Source: an optimization exercise on an open RTL-to-GDS flow (aim: small area, a short achievable clock period and few clock cycles per item). Production flows keep margins and buffers that such runs may drop. At most, simulation tests tie the RTL to the original design; equivalence was not proved. No activity file was given, so power comes from the tool's default toggle rates.

==> flow/design.v (excerpt) <==
module line_follow_steering_core (
   input  logic        clock,
   input  logic        reset,
   input  logic        req_valid,
   output logic        req_stall,
   input  logic [22:0] req_word,
   output logic        rsp_valid,
   input  logic        rsp_stall,
   output logic [17:0] rsp_word,
   input  logic        csr_write_en,
   input  logic [2:0]  csr_index,
   input  logic [15:0] csr_data
);
Size: about 2100 cells after synthesis, roughly 67 I/O pins, roughly 0.021 mm² of cells after synthesis.
export LEC_CHECK = 0
export CAP_MARGIN = 20
export CORE_MARGIN = 2
export CORE_UTILIZATION = 40
export SLEW_MARGIN = 20
export SYNTH_HIERARCHICAL = 1
create_clock -name core_clock -period 11.0 [get_ports {clock}]
standard.sh (not shown) runs the stock make flow with config.mk's settings and CLKGATE_MAP_FILE= SYNTH_SCRIPT=/design/flow/synth_recipe.tcl, a recipe that flattens the netlist after the stock synthesis.
==> flow/flow/run.sh <==
#!/bin/bash
set -euo pipefail
MARGIN=$(cat flow/margin.txt)
bash standard.sh SETUP_SLACK_MARGIN="$MARGIN" TNS_END_PERCENT=100 \
  BUFFER_PORTS_ARGS="-buffer_cell sky130_fd_sc_hd__buf_2" finish > flow_make.log 2>&1
==> flow/flow/margin.txt <==
7
The first run completed with no timing, DRC or antenna violations.
Next try:
==> flow/flow/margin.txt (replaced) <==
6.5
The changed run passed the timing, DRC and antenna checks.
Count of clock-buffer cells in the layout grows by 5.
Design area shrinks by 9.6%.
Power shrinks by 4.2%.
Worst hold slack hardly moves.
Cell count shrinks by 4.9%.
Next try:
==> flow/run.sh (new file) <==
#!/bin/bash
# synth_recipe.tcl (not shown) runs the flow's synth.tcl, then flattens the netlist and writes it again
# the make line also repeats each setting of config.mk as NAME=value (left out here)
make -C /OpenROAD-flow-scripts/flow DESIGN_CONFIG=/design/flow/config.mk WORK_HOME=/design/flow/orfs CLKGATE_MAP_FILE= SYNTH_SCRIPT=/design/flow/synth_recipe.tcl finish
removed: flow/flow/run.sh
removed: flow/flow/margin.txt
removed: flow/standard.sh
After rerunning: Via count decreases by about 0.7%; total power decreases by about 4%; first-iteration DRC count increases by about 25%; wire length increases by about 0.8%; maximum frequency decreases by 16%; cell area decreases by 0.65%; flip-flop and latch count is unchanged; global-route usage increases by 0.24 points; clock-buffer cell count decreases by 1; worst setup slack loses 860 ps; non-clock buffer count decreases by 19.
No functional check of the RTL was part of any run of this note.

---

Setup of run A:
line_follow_steering_core, a different RTL version from the one above (not shown whole).
Size in the first run: roughly 67 I/O pins, about 20000 µm² of cells after synthesis.
export LEC_CHECK = 0
export CAP_MARGIN = 20
export CORE_MARGIN = 2
export CORE_UTILIZATION = 60
export PLACE_DENSITY = 0.75
export SLEW_MARGIN = 20
create_clock -name core_clock -period 11.0 [get_ports {clock}]
==> flow/flow/run.sh <==
#!/bin/bash
set -euo pipefail
MARGIN=$(cat flow/margin.txt)
bash standard.sh SETUP_SLACK_MARGIN="$MARGIN" TNS_END_PERCENT=100 \
  BUFFER_PORTS_ARGS="-buffer_cell sky130_fd_sc_hd__buf_2" finish > flow_make.log 2>&1
==> flow/flow/margin.txt <==
6.5
Run A finished end to end and its layout was clean on timing, DRC and antenna.
Testbench counts of run A, summed over its fixed seeds: cycles 19,776, items 19,200.
## Diff of input files: run B against run A
Settings: PLACE_DENSITY removed (was 0.75); CORE_UTILIZATION changed from 60 to 40.
==> comparison <==
Looking at the reports, run B completed the entire flow and the layout it produced met the timing, DRC and antenna checks. Compared with run A, run B shows number of filler cells placed in the layout that has gone up by more than half. Where register-to-register slack is concerned, run A is outperformed by run B. Run B ends up with a total power consumption of the routed design that is about 1.2% higher than in run A. Re total track usage: run A and run B aren't equal, and the lower value belongs to run B. Going from run A to run B, clock network power fell about 2%, sequential power fell by about 0.6%, cell area after placement rose by 1.1%. Comparing run B with run A, the cell area power density came out essentially unchanged. Relative to run A, cell area has gone up in run B. In the tables for run A and run B, clock share of power reads higher with run A. For worst hold-check slack, run A and run B come out practically identical.
diff inputs: run B => run C
==> flow/flow/margin.txt <==
7
==> summary.txt <==
- Run B ended with every stage complete and zero timing, DRC or antenna violations.
- Run C finished end to end and its layout was clean on timing, DRC and antenna.
- Total routing resource utilization after global routing is higher on run C
- Compared with run B, run C shows first-pass iteration count of the detailed router higher by 1.
- Overflow left after global routing: run B vs run C identical
- Against run B, run C reports a final non-filler cell area that is higher.
- Comparing run C and run B, the lower amount of wire on met2 after detailed routing is on run B.
- Diff run C..run B | setup slack | negligible
- Run B has a lower sum of routed wire length over all layers than run C.
- Run C vs run B, critical path depth went down by 7.
- STATUS maximum VDD drop: run C wins against run B
- Of run C and run B, the lower wire length the detailed router placed on met1 belongs to run C.
- Run comparison: run C top routing layer in use met4; run B top routing layer in use met5

-- afterwards: timing with drivers on the ports --
Ports are ideal in the flow. The routed layouts listed here were re-timed in OpenROAD.
Step 1, drivers: a clkbuf_16 drives clock and a buf_2 each remaining input, both assumed.
Step 2 also shifts input and output timing later by t, the mid clock arrival at the registers, as if the neighbouring blocks saw the same clock.
Slacks: ideal ports / drivers / drivers and shift; pairs: ideal ports / drivers.
run | t (ns) | setup slack, ns | worst setup path after step 2 | worst data-port slew with drivers (ns)
the first run of note 1 | 0.539 | 6.665 / 6.665 / 6.159 | input to register | 0.05
the second run of note 1 | 0.534 | 6.626 / 6.626 / 6.138 | input to register | 0.04
the third run of note 1 | 0.522 | 5.762 / 5.762 / 5.490 | input to register | 0.04
run A | 0.527 | 6.412 / 6.412 / 6.253 | input to register | 0.04
run B | 0.534 | 6.442 / 6.442 / 6.231 | input to register | 0.05
run C | 0.534 | 6.441 / 6.441 / 6.399 | input to register | 0.05
After both steps every run listed still meets setup and hold. For the first run of note 1, which loses most, drivers alone change the setup slack by 0.000 ns; drivers and shift together by -0.506 ns.
